From an optimization exercise on the open Yosys and OpenROAD flow, aimed at small area and a short achievable clock period; shortcuts taken in it are not production practice.
Only simulation tests tie the RTL to the original design; equivalence was not proved.
Power and IR drop assume default switching activity.

==> design/flow/design.v <==
package llr_pkg;
    localparam int MSG_W    = 6;
    localparam int MAG_W    = MSG_W - 1;
    localparam int IDX_W    = 3;
    localparam int MAX_COLS = 8;
    localparam int REC_W    = 2 * MAG_W + IDX_W + MAX_COLS;
endpackage
package row_ctrl_pkg;
    localparam int LAYER_W = 2;
    localparam int ADDR_W  = 5;
endpackage
module check_msg_mem (
    input  logic        clk,
    input  logic        rst_n,
    input  logic        rd_layer,
    input  logic [4:0]  rd_addr,
    output logic [20:0] rd_data,
    output logic        rd_written,
    input  logic        wr_en,
    input  logic        wr_layer,
    input  logic [4:0]  wr_addr,
    input  logic [20:0] wr_data
);
    logic [20:0] mem0 [0:19];
    logic [20:0] mem1 [0:19];
    logic [19:0] wr0;
    logic [19:0] wr1;
    always_ff @(posedge clk)
    begin
        for (int r = 0; r < 20; r++)
        begin
            if (wr_en && !wr_layer && wr_addr == r)
                mem0[r] <= wr_data;
            if (wr_en && wr_layer && wr_addr == r)
                mem1[r] <= wr_data;
        end
    end
    always_ff @(posedge clk)
    begin
        for (int r = 0; r < 20; r++)
        begin
            wr0[r] <= rst_n & (wr0[r] | (wr_en && !wr_layer && wr_addr == r));
            wr1[r] <= rst_n & (wr1[r] | (wr_en && wr_layer && wr_addr == r));
        end
    end
    always_comb
    begin
        rd_data    = '0;
        rd_written = 1'b0;
        for (int r = 0; r < 20; r++)
        begin
            if (rd_addr == r)
            begin
                rd_data    = rd_layer ? mem1[r] : mem0[r];
                rd_written = rd_layer ? wr1[r] : wr0[r];
            end
        end
    end
endmodule
module check_msg_recover #(
    parameter int COL = 0
) (
    input  logic        written,
    input  logic [20:0] rec,
    input  logic [5:0]  l,
    output logic [5:0]  q
);
    logic [4:0] min1, min2, m;
    logic [2:0] idx;
    logic       sg;
    logic [6:0] t;
    assign min1 = rec[20:16];
    assign min2 = rec[15:11];
    assign idx  = rec[10:8];
    assign sg   = rec[COL];
    assign m = written ? ((idx == COL) ? min2 : min1) : 5'd0;
    assign t = sg ? ({l[5], l} + {2'b00, m}) : ({l[5], l} - {2'b00, m});
    always_comb
    begin
        if (!t[6] && t[5])
            q = 6'b011111;
        else if (t[6] && (!t[5] || t[4:0] == 5'd0))
            q = 6'b100001;
        else
            q = t[5:0];
    end
endmodule
module min_sum_merge #(
    parameter int IW = 1
) (
    input  logic [4:0]    a1,
    input  logic [4:0]    a2,
    input  logic [IW-1:0] ai,
    input  logic [4:0]    b1,
    input  logic [4:0]    b2,
    input  logic [IW-1:0] bi,
    output logic [4:0]    m1,
    output logic [4:0]    m2,
    output logic [IW:0]   mi
);
    logic c;
    assign c  = b1 < a1;
    assign m1 = c ? b1 : a1;
    assign mi = c ? {1'b1, bi} : {1'b0, ai};
    assign m2 = c ? ((a1 < b2) ? a1 : b2) : ((b1 < a2) ? b1 : a2);
endmodule
module min_sum_kernel (
    input  logic        clk,
    input  logic [47:0] q,          
    output logic [7:0]  neg_o,      
    output logic [39:0] mag_o,      
    output logic [4:0]  min1_o,
    output logic [4:0]  min2_o,
    output logic [2:0]  idx_o,
    output logic        par_o
);
    logic [7:0]  neg_a;
    logic [39:0] mag_a;
    logic [3:0]  lt_a;
    logic [7:0]  neg_s4;
    logic [39:0] mag_s4;
    logic [3:0]  lt_s4;
    logic [4:0]  p1 [0:3];
    logic [4:0]  p2 [0:3];
    logic [4:0]  h1 [0:1];
    logic [4:0]  h2 [0:1];
    logic [1:0]  hi [0:1];
    logic [7:0]  neg_s5;
    logic [39:0] mag_s5;
    logic [4:0]  h1_s5 [0:1];
    logic [4:0]  h2_s5 [0:1];
    logic [1:0]  hi_s5 [0:1];
    logic [4:0]  r1, r2;
    logic [2:0]  ri;
    for (genvar i = 0; i < 8; i++)
    begin : g_mag
        logic [5:0] qi, qn;
        assign qi = q[6*i +: 6];
        assign qn = -qi;
        assign neg_a[i]       = qi[5];
        assign mag_a[5*i +: 5] = qi[5] ? qn[4:0] : qi[4:0];
    end
    for (genvar j = 0; j < 4; j++)
    begin : g_lt
        assign lt_a[j] = mag_a[5*(2*j+1) +: 5] < mag_a[5*(2*j) +: 5];
    end
    always_ff @(posedge clk)
    begin
        neg_s4 <= neg_a;
        mag_s4 <= mag_a;
        lt_s4  <= lt_a;
    end
    for (genvar j = 0; j < 4; j++)
    begin : g_pair
        assign p1[j] = lt_s4[j] ? mag_s4[5*(2*j+1) +: 5] : mag_s4[5*(2*j) +: 5];
        assign p2[j] = lt_s4[j] ? mag_s4[5*(2*j) +: 5]   : mag_s4[5*(2*j+1) +: 5];
    end
    for (genvar k = 0; k < 2; k++)
    begin : g_quad
        min_sum_merge #(.IW(1)) u_m (
            .a1 (p1[2*k]),   .a2 (p2[2*k]),   .ai (lt_s4[2*k]),
            .b1 (p1[2*k+1]), .b2 (p2[2*k+1]), .bi (lt_s4[2*k+1]),
            .m1 (h1[k]),     .m2 (h2[k]),     .mi (hi[k])
        );
    end
    always_ff @(posedge clk)
    begin
        neg_s5 <= neg_s4;
        mag_s5 <= mag_s4;
        for (int k = 0; k < 2; k++)
        begin
            h1_s5[k] <= h1[k];
            h2_s5[k] <= h2[k];
            hi_s5[k] <= hi[k];
        end
    end
    min_sum_merge #(.IW(2)) u_row (
        .a1 (h1_s5[0]), .a2 (h2_s5[0]), .ai (hi_s5[0]),
        .b1 (h1_s5[1]), .b2 (h2_s5[1]), .bi (hi_s5[1]),
        .m1 (r1),       .m2 (r2),       .mi (ri)
    );
    always_ff @(posedge clk)
    begin
        neg_o  <= neg_s5;
        mag_o  <= mag_s5;
        min1_o <= r1;
        min2_o <= r2;
        idx_o  <= ri;
        par_o  <= ^neg_s5;
    end
endmodule
module llr_update (
    input  logic        clk,
    input  logic        rst_n,
    input  logic        valid,      
    input  logic [7:0]  neg,
    input  logic [39:0] mag,
    input  logic [4:0]  min1,
    input  logic [4:0]  min2,
    input  logic [2:0]  idx,
    input  logic        par,
    output logic [47:0] llr_out
);
    logic [4:0]  x;
    logic [5:0]  xs;
    logic [39:0] a;
    logic [7:0]  s;
    logic [39:0] a_r;
    logic [7:0]  s_r;
    logic [47:0] o;
    assign xs = {1'b0, min1} + {1'b0, min2};
    assign x  = par ? (min2 - min1) : (xs[5] ? 5'd31 : xs[4:0]);
    for (genvar i = 0; i < 8; i++)
    begin : g_col
        logic [4:0] mi, y;
        logic [5:0] ys;
        assign mi = mag[5*i +: 5];
        assign ys = {1'b0, mi} + {1'b0, min1};
        assign y  = par ? (mi - min1) : (ys[5] ? 5'd31 : ys[4:0]);
        assign a[5*i +: 5] = (idx == i) ? x : y;
        assign s[i]        = neg[i] ^ (par & (idx == i));
    end
    always_ff @(posedge clk)
    begin
        a_r <= a;
        s_r <= s;
    end
    for (genvar i = 0; i < 8; i++)
    begin : g_out
        logic [5:0] v;
        assign v = {1'b0, a_r[5*i +: 5]};
        assign o[6*i +: 6] = s_r[i] ? -v : v;
    end
    always_ff @(posedge clk)
    begin
        if (rst_n && valid)
            llr_out <= o;
        else
            llr_out <= '0;
    end
endmodule
module siso_row_unit (
    input  logic        clk,
    input  logic        rst_n,
    input  logic        req_valid,
    input  logic        req_layer,
    input  logic [4:0]  req_addr,
    input  logic [47:0] llr_in,
    output logic        rsp_valid,
    output logic        rsp_layer,
    output logic [4:0]  rsp_addr,
    output logic [47:0] llr_out
);
    logic        v    [1:8];
    logic        lay  [1:8];
    logic [4:0]  addr [1:8];
    logic [47:0] l1, l2;
    logic [20:0] rec, rec2;
    logic        wrt, wrt2;
    logic [47:0] q, q3;
    logic [7:0]  neg6;
    logic [39:0] mag6;
    logic [4:0]  min1_6, min2_6;
    logic [2:0]  idx6;
    logic        par6;
    always_ff @(posedge clk)
    begin
        v[1]    <= rst_n & req_valid;
        lay[1]  <= req_layer;
        addr[1] <= req_addr;
        for (int k = 2; k <= 8; k++)
        begin
            v[k]    <= rst_n & v[k-1];
            lay[k]  <= lay[k-1];
            addr[k] <= addr[k-1];
        end
    end
    always_ff @(posedge clk)
    begin
        l1   <= llr_in;
        l2   <= l1;
        rec2 <= rec;
        wrt2 <= wrt;
        q3   <= q;
    end
    check_msg_mem u_mem (
        .clk        (clk),
        .rst_n      (rst_n),
        .rd_layer   (lay[1]),
        .rd_addr    (addr[1]),
        .rd_data    (rec),
        .rd_written (wrt),
        .wr_en      (v[6]),
        .wr_layer   (lay[6]),
        .wr_addr    (addr[6]),
        .wr_data    ({min1_6, min2_6, idx6, neg6 ^ {8{par6}}})
    );
    for (genvar i = 0; i < 8; i++)
    begin : g_q
        check_msg_recover #(.COL(i)) u_rec (
            .written (wrt2),
            .rec     (rec2),
            .l       (l2[6*i +: 6]),
            .q       (q[6*i +: 6])
        );
    end
    min_sum_kernel u_kernel (
        .clk    (clk),
        .q      (q3),
        .neg_o  (neg6),
        .mag_o  (mag6),
        .min1_o (min1_6),
        .min2_o (min2_6),
        .idx_o  (idx6),
        .par_o  (par6)
    );
    llr_update u_update (
        .clk     (clk),
        .rst_n   (rst_n),
        .valid   (v[7]),
        .neg     (neg6),
        .mag     (mag6),
        .min1    (min1_6),
        .min2    (min2_6),
        .idx     (idx6),
        .par     (par6),
        .llr_out (llr_out)
    );
    assign rsp_valid = v[8];
    assign rsp_layer = lay[8];
    assign rsp_addr  = addr[8];
endmodule
module ldpc_row_top (
    input  logic        clk,
    input  logic        rst_n,
    input  logic        req_valid,
    input  logic [1:0]  req_layer,
    input  logic [4:0]  req_addr,
    input  logic [47:0] llr_in,
    output logic        rsp_valid,
    output logic [1:0]  rsp_layer,
    output logic [4:0]  rsp_addr,
    output logic [47:0] llr_out
);
    logic rsp_layer0;
    siso_row_unit u_row (
        .clk       (clk),
        .rst_n     (rst_n),
        .req_valid (req_valid),
        .req_layer (req_layer[0]),
        .req_addr  (req_addr),
        .llr_in    (llr_in),
        .rsp_valid (rsp_valid),
        .rsp_layer (rsp_layer0),
        .rsp_addr  (rsp_addr),
        .llr_out   (llr_out)
    );
    assign rsp_layer = {1'b0, rsp_layer0};
endmodule
==> design/flow/run.sh <==
#!/bin/bash
# synth_recipe.tcl (not shown) runs the flow's synth.tcl, then flattens the netlist and writes it again
# the make line also repeats each setting of config.mk as NAME=value (left out here)
make -C /OpenROAD-flow-scripts/flow DESIGN_CONFIG=/design/flow/config.mk WORK_HOME=/design/flow/orfs CLKGATE_MAP_FILE= SYNTH_SCRIPT=/design/flow/synth_recipe.tcl finish
==> design/flow/config.mk <==
export PLATFORM = sky130hd
export DESIGN_NAME = ldpc_row_top
export DESIGN_NICKNAME = ldpc_row_top
export VERILOG_FILES = /design/flow/design.v
export SDC_FILE = /design/flow/constraint.sdc
export NUM_CORES = 4
export LEC_CHECK = 0
export CAP_MARGIN = 20
export CORE_MARGIN = 2
export CORE_UTILIZATION = 40
export SLEW_MARGIN = 20
==> design/flow/constraint.sdc <==
create_clock -name core_clock -period 6.0 [get_ports {clk}]
set_input_delay 1.2000 -clock core_clock [delete_from_list [all_inputs] [get_ports {clk}]]
set_output_delay 1.2000 -clock core_clock [all_outputs]
set_load 0.01 [all_outputs]
==> summary.txt, run 1 <==
Timing
  – Achievable clock frequency: between 200 and 250 MHz
  – Final Skew: roughly 28 ps
  – RSZ-0062 raised after global routing: false
  – Tcrit/Tclk final: 68.5%
  – Setup TNS Final: 0 ps
  – Final WS setup: ~1900 ps
  – Final Slew Violations: 0
  – Tmin final: 4110 ps
  – Relative slew slack: between 20% and 30%
  – Final Setup Violations: 0
  – Final hold vios: 0
  – Fin Hold WS: 315 ps
  – Worst-margin pin slew: 1110 ps

Global routing
  – Vias in the first global route: ~35000
  – First-pass GRT wire length: about 220 mm
  – GRT Util Overall: between 20 and 25%
  – Initial antenna violation count: 4
  – Largest net degree at the start of global routing: 80
  – Global route overflow: 0

Power and ir drop
  – Max VDD drop: slightly above 0.4 mV
  – Power Density: around 490 nW/um^2
  – Overall Power: between 30 and 40 mW
  – Leakage power: between 20 and 25 nW

Route
  – Post-route DRC: 0
  – Via-to-Cell Ratio: ~5.4
  – Drt pass-1 iters: 6
  – Routed WL per cell: 23.3 um
  – Drt total wl: 151 mm
  – Via count: approximately 35000
  – Starting DRT DRC Count: 3025
  – Routed Antenna Nets: 0

Outcome
  – Outcome: timing/DRC/antenna clean

Floorplanning
  – Rows: 139
  – Die span in x: between 300 and 400 um
  – Die ar.: approximately 150000 um^2
  – Ports: 114
  – Starting density of the core: approximately 40%
  – Die Span Y: roughly 390 um
  – Core area: 144000 um^2

Critical path
  – Setup CP Type: reg -> reg
  – CP endpoint kind: register
  – Worst-path fanout max: 11
  – Startpoint Class: register
  – Worst path arrival time: between 4000 and 5000 ps
  – Worst EP required: approximately 6700 ps

Min path
  – Hold crit path type: reg -> reg

Synth
  – Post-synth net total: between 4000 and 5000
  – Post-synth top area share: roughly 43%
  – Post-synth EDFFs: 840
  – Seq/Total Area, Yosys: 62.2%
  – Top_reg_cell synth: edfxtp_1
  – Synth top area cells: edfxtp_1 (43%), dfxtp_1 (19%), mux2i_1 (5.9%)
  – Post-synthesis register bit count: 1384
  – Avg Cell Area, Syn: between 10 and 15 um^2
  – Post-synth top area cell: edfxtp_1
  – Top-count cell post-synth: edfxtp_1
  – Asr flop ratio synth: 0%
  – Cells after Synth: around 4300
  – Most frequent cells after synthesis: edfxtp_1 (840), dfxtp_1 (544), mux2i_1 (344)
  – Netlist Area Pre-Place: ~58000 um^2
  – Synth warnings: 33
  – Synth unique cells: 83

Place
  – DPL Wire Length: between 90 and 100 mm
  – Gpl congestion: 0.867
  – PortBufs: between 100 and 150
  – Dpl ws: a little under 2000 ps
  – Placed insts: about 6200

Clocking
  – Post-CTS setup buffer count: 0
  – Resized cells post-CTS: 0
  – Root Driver: clkbuf_16
  – Total CTS buffers: roughly 150
  – CTS sink cnt: 1384
  – CTS Hold Buffers Added: 0
  – Bufs on Longest Clock Path: 3
  – # H-tree levels: 4
  – Reg clk slew, reported paths: around 60 ps
  – CTS tree: yes
  – Worst-Skew Late Latency: 790 ps

Layout
  – Post-layout net count: approximately 4700
  – Sequential cell area: between 30000 and 40000 um^2
  – Final cell count without fillers: around 6500
  – Layout overhead on the synthesized area: 14.9%
  – Multi-input logic area: between 20000 and 25000 um^2
  – Fill cells: 12628
  – Layout cells sized above 1: ~14%

Job
  – Total of max-cap violations: 0
sequential cells by signal (all words and copies together) (netlist names), 10 cells and up:
signal                  cells
u_row.u_kernel.mag_o       40
u_row.u_mem.wr0            20
u_row.l1                   48
u_row.u_mem.wr1            20
u_row.u_kernel.mag_s4      40
u_row.u_mem.mem1          420
u_row.u_mem.mem0          420
u_row.u_update.llr_out     48
u_row.u_kernel.h2_s5       10
u_row.rec2                 21
u_row.q3                   48
u_row.addr                 40
u_row.u_kernel.h1_s5       10
u_row.l2                   48
u_row.u_update.a_r         40
u_row.u_kernel.mag_s5      40
layout by cell type, fill, tap and decap left out, types with 163 or more instances in the layout:
cell type	instances
inv_1	180
mux2_2	163
dfxtp_1	528
o21ai_0	179
ha_1	205
mux2i_1	344
edfxtp_1	840
a21oi_1	190
nor2_1	165
nand2_1	176
layout make-up:
type	instances	share of cell area, %
diodes	2	0.00750
clock buffers	202	6.15
clock inverters	74	0.970
inverters	183	1.03
multi-input cells	2524	31.2
flip-flops and latches	1384	54.2
well taps	1903	3.57
repair buffers	202	2.88
routing by layer:
layer / track usage, % / part of all wire (%)
met2: 32.3 / 46
met3: 3.73 / 6.1
met4: 6.81 / 3.0
met5: 0 / 0.010
met1: 27.6 / 45
worst max-delay path, stage by stage, from the launching register on:
cell	delay, ps
dfxtp_1	570
nor3b_2	690
mux2i_1	150
nor2_1	220
inv_1	90
ha_1	270
nand2_1	60
o21ai_0	170
fa_1	500
a21o_1	170
a21oi_1	240
o21bai_1	100
a21oi_1	180
xnor2_1	190
maj3_1	390
cells by family (layout without fill, tap and decap cells):
kind of cell / after synthesis / in the layout / share of synthesized area [%]
adder cells (fa/ha/maj): 247 / 247 / 5.59
other: 1 / 3 / 0.00646
AO/OA/AOI/OAI: 837 / 837 / 9.41
XOR/XNOR: 160 / 160 / 2.46
buffers and inverters: 363 / 661 / 2.70
AND/OR/NAND/NOR: 711 / 711 / 6.20
multiplexers: 568 / 568 / 11.4
flip-flops: 1384 / 1384 / 62.2
power breakdown:
part	leakage [nW]	internal (mW)	switching [mW]
Clock	2.31	5.09	3.78
Combinational	10.4	3.99	5.98
Sequential	11.9	12.4	1.26
Total	24.7	21.5	11.0
worst paths after layout:
check	start	end	slack, ps	depth (start not counted)
setup reg to reg	u_row.rec2[9]	u_row.q3[13]	1890	14
hold reg to reg	u_row.u_kernel.mag_s5[5]	u_row.u_kernel.mag_o[5]	320	0
setup / recovery	u_row.rec2[9]	u_row.q3[13]	1890	14
hold / removal	u_row.u_kernel.mag_s5[5]	u_row.u_kernel.mag_o[5]	320	0
metrics by stage:
step	instance area [um^2]	utilization, %
after CTS	66600	46.3
after detailed placement	61800	43.0
final	66700	46.4
after global placement	61800	43.0
after floorplan	58100	-
after global routing	66700	46.4
==> run 2, diff against run 1 <==
--- a/design/flow/design.v
+++ b/design/flow/design.v
@@ -21,39 +21,31 @@
     input  logic [4:0]  wr_addr,
     input  logic [20:0] wr_data
 );
-    logic [20:0] mem0 [0:19];
-    logic [20:0] mem1 [0:19];
-    logic [19:0] wr0;
-    logic [19:0] wr1;
-    always_ff @(posedge clk)
-    begin
-        for (int r = 0; r < 20; r++)
-        begin
-            if (wr_en && !wr_layer && wr_addr == r)
-                mem0[r] <= wr_data;
-            if (wr_en && wr_layer && wr_addr == r)
-                mem1[r] <= wr_data;
-        end
+    logic [20:0] mem  [0:39];
+    logic [39:0] wrt;
+    logic [39:0] rsel;
+    logic [39:0] wsel;
+    for (genvar r = 0; r < 40; r++)
+    begin : g_sel
+        assign rsel[r] = (rd_layer == (r / 20)) && (rd_addr == (r % 20));
+        assign wsel[r] = wr_en && (wr_layer == (r / 20)) && (wr_addr == (r % 20));
     end
     always_ff @(posedge clk)
     begin
-        for (int r = 0; r < 20; r++)
+        for (int r = 0; r < 40; r++)
         begin
-            wr0[r] <= rst_n & (wr0[r] | (wr_en && !wr_layer && wr_addr == r));
-            wr1[r] <= rst_n & (wr1[r] | (wr_en && wr_layer && wr_addr == r));
+            mem[r] <= (mem[r] & {21{~wsel[r]}}) | (wr_data & {21{wsel[r]}});
+            wrt[r] <= rst_n & (wrt[r] | wsel[r]);
         end
     end
     always_comb
     begin
         rd_data    = '0;
         rd_written = 1'b0;
-        for (int r = 0; r < 20; r++)
+        for (int r = 0; r < 40; r++)
         begin
-            if (rd_addr == r)
-            begin
-                rd_data    = rd_layer ? mem1[r] : mem0[r];
-                rd_written = rd_layer ? wr1[r] : wr0[r];
-            end
+            rd_data    = rd_data | (mem[r] & {21{rsel[r]}});
+            rd_written = rd_written | (wrt[r] & rsel[r]);
         end
     end
 endmodule
@@ -68,13 +60,17 @@
     logic [4:0] min1, min2, m;
     logic [2:0] idx;
     logic       sg;
+    logic [6:0] b;
+    logic [7:0] s;
     logic [6:0] t;
     assign min1 = rec[20:16];
     assign min2 = rec[15:11];
     assign idx  = rec[10:8];
     assign sg   = rec[COL];
     assign m = written ? ((idx == COL) ? min2 : min1) : 5'd0;
-    assign t = sg ? ({l[5], l} + {2'b00, m}) : ({l[5], l} - {2'b00, m});
+    assign b = sg ? {2'b00, m} : ~{2'b00, m};
+    assign s = {l[5], l, 1'b1} + {b, ~sg};
+    assign t = s[7:1];
     always_comb
     begin
         if (!t[6] && t[5])
@@ -201,24 +197,23 @@
     input  logic        par,
     output logic [47:0] llr_out
 );
-    logic [4:0]  x;
-    logic [5:0]  xs;
     logic [39:0] a;
     logic [7:0]  s;
     logic [39:0] a_r;
     logic [7:0]  s_r;
     logic [47:0] o;
-    assign xs = {1'b0, min1} + {1'b0, min2};
-    assign x  = par ? (min2 - min1) : (xs[5] ? 5'd31 : xs[4:0]);
+    logic [4:0]  b;
+    assign b = par ? ~min1 : min1;
     for (genvar i = 0; i < 8; i++)
     begin : g_col
-        logic [4:0] mi, y;
-        logic [5:0] ys;
-        assign mi = mag[5*i +: 5];
-        assign ys = {1'b0, mi} + {1'b0, min1};
-        assign y  = par ? (mi - min1) : (ys[5] ? 5'd31 : ys[4:0]);
-        assign a[5*i +: 5] = (idx == i) ? x : y;
-        assign s[i]        = neg[i] ^ (par & (idx == i));
+        logic [4:0] x;
+        logic [6:0] ys;
+        logic       hit;
+        assign hit = (idx == i);
+        assign x  = hit ? min2 : mag[5*i +: 5];
+        assign ys = {1'b0, x, 1'b1} + {1'b0, b, par};
+        assign a[5*i +: 5] = (!par && ys[6]) ? 5'd31 : ys[5:1];
+        assign s[i]        = neg[i] ^ (par & hit);
     end
     always_ff @(posedge clk)
     begin
@@ -227,9 +222,9 @@
     end
     for (genvar i = 0; i < 8; i++)
     begin : g_out
-        logic [5:0] v;
-        assign v = {1'b0, a_r[5*i +: 5]};
-        assign o[6*i +: 6] = s_r[i] ? -v : v;
+        logic [4:0] v;
+        assign v = a_r[5*i +: 5] ^ {5{s_r[i]}};
+        assign o[6*i +: 6] = ({1'b0, v} + {5'd0, s_r[i]}) ^ {s_r[i], 5'd0};
     end
     always_ff @(posedge clk)
     begin
--- a/design/flow/config.mk
+++ b/design/flow/config.mk
@@ -8,4 +8,5 @@
 export CAP_MARGIN = 20
 export CORE_MARGIN = 2
 export CORE_UTILIZATION = 40
+export SETUP_SLACK_MARGIN = 3
 export SLEW_MARGIN = 20
==> summary.txt, run 2 <==
Outcome
  – Outcome: timing/DRC/antenna clean

Synth
  – Xor and xnor area share after synthesis: 3.36% (+0.89 points)
  – Synth unique cells: 75 (-9.6%)
  – Main combinational cell family by area after synthesis: compound AO/OA/AOI/OAI gates
  – Post-synth top area share: 47.4% (+4.0 points)
  – Avg Cell Area, Syn: 14.0 um^2 (+2.7%)
  – Post-synth EDFFs: 840 (unchanged)
  – Top_reg_cell synth: edfxtp_1
  – Synth Area in Adders: 4.37% (-1.2 points)
  – Compound-Gate Fraction of Synth Area: 11.7% (+2.3 points)
  – Synth top area cells: edfxtp_1 (47%), dfxtp_1 (20%), a22oi_1 (5.6%)
  – Post-synthesis mux area share: 3.62% (-7.8 points)
  – Simple-gate share of the synthesized area: 7.15% (+0.95 points)
  – Netlist Area Pre-Place: 53200 um^2 (-8.4%)
  – Asr flop ratio synth: 0% (unchanged)
  – Post-synthesis register bit count: 1384 (unchanged)
  – Post-synth top area cell: edfxtp_1
  – Post-synth net total: 4033 (-12%)
  – Most frequent cells after synthesis: edfxtp_1 (840), dfxtp_1 (544), a22oi_1 (397)
  – Cells after Synth: 3811 (-11%)
  – Synth warnings: 32 (-3.0%)
  – Top-count cell post-synth: edfxtp_1
  – Seq/Total Area, Yosys: 67.9% (+5.7 points)

Min path
  – Hold crit path type: reg -> reg

Global routing
  – GRT Util Overall: 23.6% (+3.5 points)
  – Initial antenna violation count: 8 (+4)
  – GR Util met2: 35.6% (+3.3 points)
  – GR Util met1: 34.0% (+6.5 points)
  – First-pass GRT wire length: 232 mm (+4.5%)
  – Routing usage on met3: 4.71% (+0.98 points)
  – Most used routing layer: met2
  – Global route overflow: 0 (unchanged)
  – Largest net degree at the start of global routing: 57 (-29%)
  – Vias in the first global route: 32303 (-6.9%)

Route
  – Drt pass-1 iters: 5 (-1)
  – Routed Antenna Nets: 0 (unchanged)
  – Starting DRT DRC Count: 5170 (+71%)
  – Via-to-Cell Ratio: 5.76 (+6.5%)
  – Drt total wl: 164 mm (+9.2%)
  – Post-route DRC: 0 (unchanged)
  – Via count: 34668 (-1.0%)
  – Routed WL per cell: 27.3 um (+18%)

Floorplanning
  – Rows: 133 (-4.3%)
  – Die Span Y: 369 um (-4.2%)
  – Ports: 114 (unchanged)
  – Starting density of the core: 40.4% (about the same)
  – Die span in x: 369 um (-4.2%)
  – Core area: 132000 um^2 (-8.4%)
  – Die ar.: 136000 um^2 (-8.3%)

Layout
  – Commonest cells after routing, fill and taps aside: edfxtp_1 (840), dfxtp_1 (526), a22oi_1 (396)
  – Post-layout net count: 4361 (-7.9%)
  – Commonest non-fill, non-tap cell in the layout: edfxtp_1
  – Final core occ: 48.5% (+2.1 points)
  – Layout cells sized above 1: 18.4% (+4.3 points)
  – Fill cells: 11336 (-10%)
  – Final cell count without fillers: 6014 (-7.1%)
  – Layout overhead on the synthesized area: 20.1%
  – Final Cell Area: 63900 um^2 (-4.2%)

Clocking
  – Total CTS buffers: 145 (-2.7%)
  – Root Driver: clkbuf_16
  – CTS tree: yes
  – # H-tree levels: 4 (unchanged)
  – CTS Hold Buffers Added: 0 (unchanged)
  – Worst-Skew Late Latency: 780 ps (about the same)
  – Reg clk slew, reported paths: 60 ps (about the same)
  – CTS sink cnt: 1384 (unchanged)
  – Bufs on Longest Clock Path: 3 (unchanged)

Critical path
  – Startpoint Class: register
  – Crit Reg-Reg Endpoint: u_row.q3[45]
  – Reg-to-reg slack, setup: 2880 ps (+1000 ps)
  – Setup CP Type: reg -> reg
  – Worst-path fanout max: 8 (-3)
  – Worst path arrival time: 3760 ps (-1010 ps)
  – Worst r2r src: u_row.rec2[9]
  – CP Capture Point: u_row.q3[45]
  – R2R depth: 12 (-2)
  – CP endpoint kind: register
  – Worst EP required: 6640 ps (-20 ps)
  – Critical Path Source: u_row.rec2[9]

Place
  – PortBufs: 111 (unchanged)
  – Post-DP Area: 57200 um^2 (-7.4%)
  – Gpl congestion: 0.831 (-4.2%)
  – Placed insts: 5644 (-8.9%)
  – DPL Wire Length: 95.2 mm (-2.2%)

Timing
  – Final Slew Violations: 0 (unchanged)
  – Relative slew slack: 20.2% (-5.4 points)
  – Final Skew: 39.5 ps (+11.1 ps)
  – Tcrit/Tclk final: 51.9% (-17 points)
  – Tmin final: 3120 ps (-996 ps)
  – Setup TNS Final: 0 ps (unchanged)
  – Achievable clock frequency: 321 MHz (+32%)
  – Final hold vios: 0 (unchanged)
  – Final Setup Violations: 0 (unchanged)
  – Worst-margin pin slew: 1190 ps (+80.2 ps)
  – RSZ-0062 raised after global routing: true

Power and ir drop
  – Leakage power: 22.5 nW (-8.7%)
  – Power Density: 507 nW/um^2 (+4.0%)
  – Overall Power: 32.4 mW (-0.36%)
  – Max VDD drop: 0.335 mV (-17%)

Job
  – Total of max-cap violations: 0 (unchanged)
==> run 2: cells by family after synthesis <==
logic type      Yosys count
flops                  1384
compound gates          858
simple gates            730
buf+inv                 262
xor+xnor                203
fa+ha+maj               191
mux                     182
other cells               1
==> run 2: final cells by class <==
class / instances / area, um^2 / area share, %
Timing Repair Buffer: 328 / 2900 / 4.53
Clock inverter: 70 / 759 / 1.19
Tap cell: 1755 / 2200 / 3.44
Clock buffer: 192 / 4040 / 6.32
Sequential cell: 1384 / 36200 / 56.6
Antenna cell: 5 / 12.5 / 0.0196
Inverter: 115 / 448 / 0.701
Multi-Input combinational cell: 2165 / 17400 / 27.2
==> run 2: worst min path at each step <==
| stage | slack, ps | start | end | cells after the start |
|---|---|---|---|---|
| floorplan | 310 | u_row.addr[2][0] | u_row.addr[3][0] | 0 |
| global placement | 310 | u_row.lay[7] | u_row.lay[8] | 0 |
| finish | 290 | u_row.l1[3] | u_row.l2[3] | 0 |
| CTS | 290 | u_row.l1[3] | u_row.l2[3] | 0 |
| global route | 300 | u_row.l1[12] | u_row.l2[12] | 0 |
| detailed placement | 310 | u_row.addr[3][0] | u_row.addr[4][0] | 0 |
==> run 2: power breakdown <==
part	leakage (nW)	internal (mW)	switching, mW
registers	11.8	12.2	1.06
logic	8.42	4.36	5.79
clock network	2.33	5.11	3.84
==> run 2: routing by layer <==
metal	routed length (um)	vias to the layer above	share of wire, %
li1	-	15195	-
met1	69100	17139	42
met2	71700	2001	44
met3	18300	327	11
met4	5430	6	3.3
met5	41	-	0.025
==> run 2: critical path, cell delays in order (launching register included) <==
cell     delay, ps
dfxtp_4        440
buf_4          150
nand3_4        110
mux2_4         340
a21oi_2        150
nor2_1          70
ha_1           300
nor2b_1        140
o31a_1         290
o31a_1         290
nor3_4         230
mux2i_4        130
maj3_1         350
==> run 2: through the flow <==
stage	worst slack (ps)	hold WS, ps
after CTS	2900	290
after detailed placement	1730	312
final	2880	286
after global routing	2750	299
after global placement	1790	311
after floorplan	2950	310
==> run 2: repair_timing <==
| item | CTS | global route |
|---|---|---|
| gates cloned | 0 | 0 |
| gates resized for setup | 158 | 97 |
| pin swaps | 54 | 70 |
| setup endpoints to repair | 127 | 95 |
| buffers inserted | 53 | 50 |
==> run 3, diff against run 2 <==
--- a/design/flow/config.mk
+++ b/design/flow/config.mk
@@ -8,5 +8,5 @@
 export CAP_MARGIN = 20
 export CORE_MARGIN = 2
 export CORE_UTILIZATION = 40
-export SETUP_SLACK_MARGIN = 3
+export SETUP_SLACK_MARGIN = 4
 export SLEW_MARGIN = 20
==> summary.txt, run 3 <==
Synth
  – Post-synthesis register bit count: 1384 (unchanged)
  – Simple-gate share of the synthesized area: 7.15% (unchanged)
  – Seq/Total Area, Yosys: 67.9% (unchanged)
  – Netlist Area Pre-Place: 53200 um^2 (unchanged)
  – Synth top area cells: edfxtp_1 (47%), dfxtp_1 (20%), a22oi_1 (5.6%)
  – Main combinational cell family by area after synthesis: compound AO/OA/AOI/OAI gates
  – Cells after Synth: 3811 (unchanged)
  – Asr flop ratio synth: 0% (unchanged)
  – Avg Cell Area, Syn: 14.0 um^2 (unchanged)
  – Post-synth top area share: 47.4% (unchanged)
  – Synth unique cells: 75 (unchanged)
  – Post-synth EDFFs: 840 (unchanged)
  – Post-synth net total: 4033 (unchanged)
  – Post-synthesis mux area share: 3.62% (unchanged)
  – Post-synth top area cell: edfxtp_1
  – Synth warnings: 32 (unchanged)
  – Top-count cell post-synth: edfxtp_1
  – Top_reg_cell synth: edfxtp_1
  – Xor and xnor area share after synthesis: 3.36% (unchanged)
  – Synth Area in Adders: 4.37% (unchanged)
  – Compound-Gate Fraction of Synth Area: 11.7% (unchanged)
  – Most frequent cells after synthesis: edfxtp_1 (840), dfxtp_1 (544), a22oi_1 (397)

Timing
  – Fin Hold WS: 317 ps (+31.4 ps)
  – RSZ-0062 raised after global routing: true
  – Achievable clock frequency: 324 MHz (+1.1%)
  – Relative slew slack: 23.6% (+3.4 points)
  – Final Skew: 28.0 ps (-11.5 ps)
  – Final Setup Violations: 0 (unchanged)
  – Setup TNS Final: 0 ps (unchanged)
  – Worst-margin pin slew: 1150 ps (-48.4 ps)
  – Tmin final: 3080 ps (-34.1 ps)
  – Tcrit/Tclk final: 51.4% (-0.57 points)
  – Final Slew Violations: 0 (unchanged)
  – Final hold vios: 0 (unchanged)

Clocking
  – Bufs on Longest Clock Path: 3 (unchanged)
  – Reg clk slew, reported paths: 60 ps (about the same)
  – CTS Hold Buffers Added: 0 (unchanged)
  – CTS tree: yes
  – Total CTS buffers: 144 (-0.69%)
  – # H-tree levels: 4 (unchanged)
  – CTS sink cnt: 1384 (unchanged)
  – Worst-Skew Late Latency: 790 ps (about the same)
  – Root Driver: clkbuf_16

Power and ir drop
  – Switching part of the total power: 34.1% (+1.1 points)
  – Int Power: 24.8 mW (+14%)
  – NetSw: 12.9 mW (+20%)
  – Clock group share of total power: 23.3% (-4.3 points)
  – Comb pwr share: 41.2% (+9.8 points)
  – Leakage power: 25.6 nW (+14%)
  – Register share of total power: 35.4% (-5.6 points)
  – Power Density: 527 nW/um^2 (+4.0%)
  – Max VDD drop: 0.351 mV (+5.0%)

Route
  – Starting DRT DRC Count: 5523 (+6.8%)
  – Routed WL per cell: 29.6 um (+8.3%)
  – Drt total wl: 189 mm (+15%)
  – Post-route DRC: 0 (unchanged)
  – Via count: 37664 (+8.6%)
  – Routed Antenna Nets: 0 (unchanged)
  – Via-to-Cell Ratio: 5.92 (+2.7%)
  – Drt pass-1 iters: 6 (+1)

Floorplanning
  – Die Span Y: 369 um (unchanged)
  – Rows: 133 (unchanged)
  – Core area: 132000 um^2 (unchanged)
  – Die ar.: 136000 um^2 (unchanged)
  – Starting density of the core: 40.4% (unchanged)
  – Ports: 114 (unchanged)
  – Die span in x: 369 um (unchanged)

Critical path
  – CP Buf/Inv Count: 3 (+2)
  – Worst path cell trace: buf_8 -> buf_12 -> nor3b_4 -> buf_6 -> mux2_4 -> nand2_4 -> xnor2_4 -> ha_4 -> o21a_1 -> o21a_1 -> o21a_1 -> o22ai_2 -> xnor2_2 -> maj3_2
  – Crit path max-delay family: compound AO/OA/AOI/OAI gates
  – Critical-path top delay cell: dfxtp_4
  – Slowest stage delay, CP: 370 ps (-70 ps)
  – Most frequent CP cell: o21a_1
  – Reg-to-reg slack, setup: 2920 ps (+30 ps)
  – CP endpoint kind: register
  – Worst-path fanout max: 6 (-2)
  – Worst path arrival time: 3750 ps (about the same)
  – Worst EP required: 6660 ps (+20 ps)
  – Setup CP Type: reg -> reg
  – Startpoint Class: register

Layout
  – Layout cells sized above 1: 35.3% (+17 points)
  – Commonest non-fill, non-tap cell in the layout: edfxtp_1
  – Commonest cells after routing, fill and taps aside: edfxtp_1 (840), dfxtp_1 (477), buf_4 (303)
  – Layout overhead on the synthesized area: 34.4%
  – Sequential cell area: 36300 um^2 (+0.25%)
  – Fill cells: 10387 (-8.4%)
  – Post-layout net count: 4710 (+8.0%)
  – Multi-input logic area: 20600 um^2 (+18%)

Global routing
  – Initial antenna violation count: 6 (-2)
  – First-pass GRT wire length: 259 mm (+12%)
  – Vias in the first global route: 35315 (+9.3%)
  – Largest net degree at the start of global routing: 57 (unchanged)
  – Global route overflow: 0 (unchanged)
  – GRT Util Overall: 26.8% (+3.2 points)

Min path
  – Hold crit path type: reg -> reg

Place
  – PortBufs: 111 (unchanged)
  – DPL Wire Length: 97.2 mm (+2.1%)
  – Gpl congestion: 0.863 (+3.9%)

Job
  – Total of max-cap violations: 0 (unchanged)

Outcome
  – Outcome: timing/DRC/antenna clean
## run 3: cell counts after synthesis
No cell type changed its count.
## run 3: final cells by class
class | count | area share [%]
clock buffers | 198 | 5.71
diodes | 1 | 0.00350
well taps | 1755 | 3.07
repair buffers | 675 | 10.3
inverters | 115 | 0.658
multi-input cells | 2168 | 28.8
clock inverters | 69 | 0.796
flip-flops and latches | 1384 | 50.7
## run 3: worst register-to-register path, cell delays in order (launching register included)
cell     delay, ps
dfxtp_4        370
buf_8          140
buf_12         130
nor3b_4        300
buf_6          160
mux2_4         310
nand2_4         80
xnor2_4        120
ha_4           220
o21a_1         120
o21a_1         170
o21a_1         170
o22ai_2        200
xnor2_2        160
maj3_2         320
## run 3: worst paths after layout
kind / to / startpoint / depth (start not counted)
worst max-delay path: u_row.q3[26] / u_row.rec2[9] / 14
worst min-delay path: u_row.l2[27] / u_row.l1[27] / 0
worst max register to register: u_row.q3[26] / u_row.rec2[9] / 14
worst min register to register: u_row.l2[27] / u_row.l1[27] / 0
## run 3: metal layers
layer / routed length [um] / vias up / share of wire, % / GRT usage (%)
met5: 44 / - / 0.023 / 0
met4: 9320 / 8 / 4.9 / 12.0
met3: 24800 / 570 / 13 / 7.54
met2: 81000 / 2534 / 43 / 39.4
met1: 73400 / 18612 / 39 / 36.9
li1: - / 15940 / - / -
## run 3: metrics by stage
step / util, % / setup WS, ps / cells / area, um^2 / total power [mW]
final: 54.3 / 2920 / 6365 / 71500 / 37.7
after global routing: 54.2 / 2800 / 6364 / 71500 / 39.4
after CTS: 52.6 / 2920 / 6277 / 69300 / 35.5
after detailed placement: 44.0 / 1970 / 5631 / 58000 / 24.0
after global placement: 44.0 / 2010 / 5631 / 58000 / 23.8
after floorplan: - / 3070 / 3811 / 54600 / 21.4
## run 3: cell families after synthesis
kind of cell | count (synthesis)
muxes | 182
AOI/OAI and AO/OA | 858
and+or+nand+nor | 730
xor gates and xnor gates | 203
other | 1
adders and majority gates | 191
DFF | 1384
buffers and inverters | 262
## run 3: power groups by stage
stage | Clock, mW | Combinational [mW] | Sequential (mW)
2_1_floorplan | 0 | 8.24 | 13.1
3_3_place_gp | 0 | 10.2 | 13.7
3_5_place_dp | 0 | 10.3 | 13.7
4_1_cts | 8.86 | 13.3 | 13.3
5_1_grt | 9.26 | 16.7 | 13.5
6_report | 8.79 | 15.5 | 13.4
## run 3: what timing repair did
| item | CTS | global route |
|---|---|---|
| pin swaps | 330 | 221 |
| gates resized for setup | 941 | 310 |
| buffers inserted | 364 | 86 |
| setup endpoints to repair | 1394 | 711 |
| cloned | 15 | 1 |

port drivers added, routing unchanged:
The flow's constraints put no driver on any port. The routed layouts listed below were extracted and timed again, unchanged, in two steps.
Step 1, drivers: a clkbuf_16 drives clk and a buf_2 each remaining input, both assumed.
Step 2, shift: input delay + t, output delay - t, t = (earliest + latest rising clock arrival at the registers) / 2. This alone moves slack from input paths to output paths.
Three values: no drivers, after step 1, after step 2; two values: the first two.
run | shift t [ns] | slack for setup (ns) | hold WS [ns] | latest minus earliest clock arrival (ns) | worst register clock-pin slew, ns
run 1 | 0.848 | 1.887 / 1.887 / 1.887 | 0.315 / 0.315 / 0.315 | 0.032 / 0.032 | 0.07 / 0.07
run 2 | 0.835 | 2.883 / 2.883 / 2.552 | 0.286 / 0.286 / 0.286 | 0.054 / 0.054 | 0.06 / 0.06
run 3 | 0.848 | 2.917 / 2.917 / 2.917 | 0.317 / 0.317 / 0.317 | 0.038 / 0.038 | 0.07 / 0.07
After both steps setup and hold are still met in every run listed. The setup slack of run 2, which loses most, moves by 0.000 ns with the drivers and by -0.331 ns with both steps.
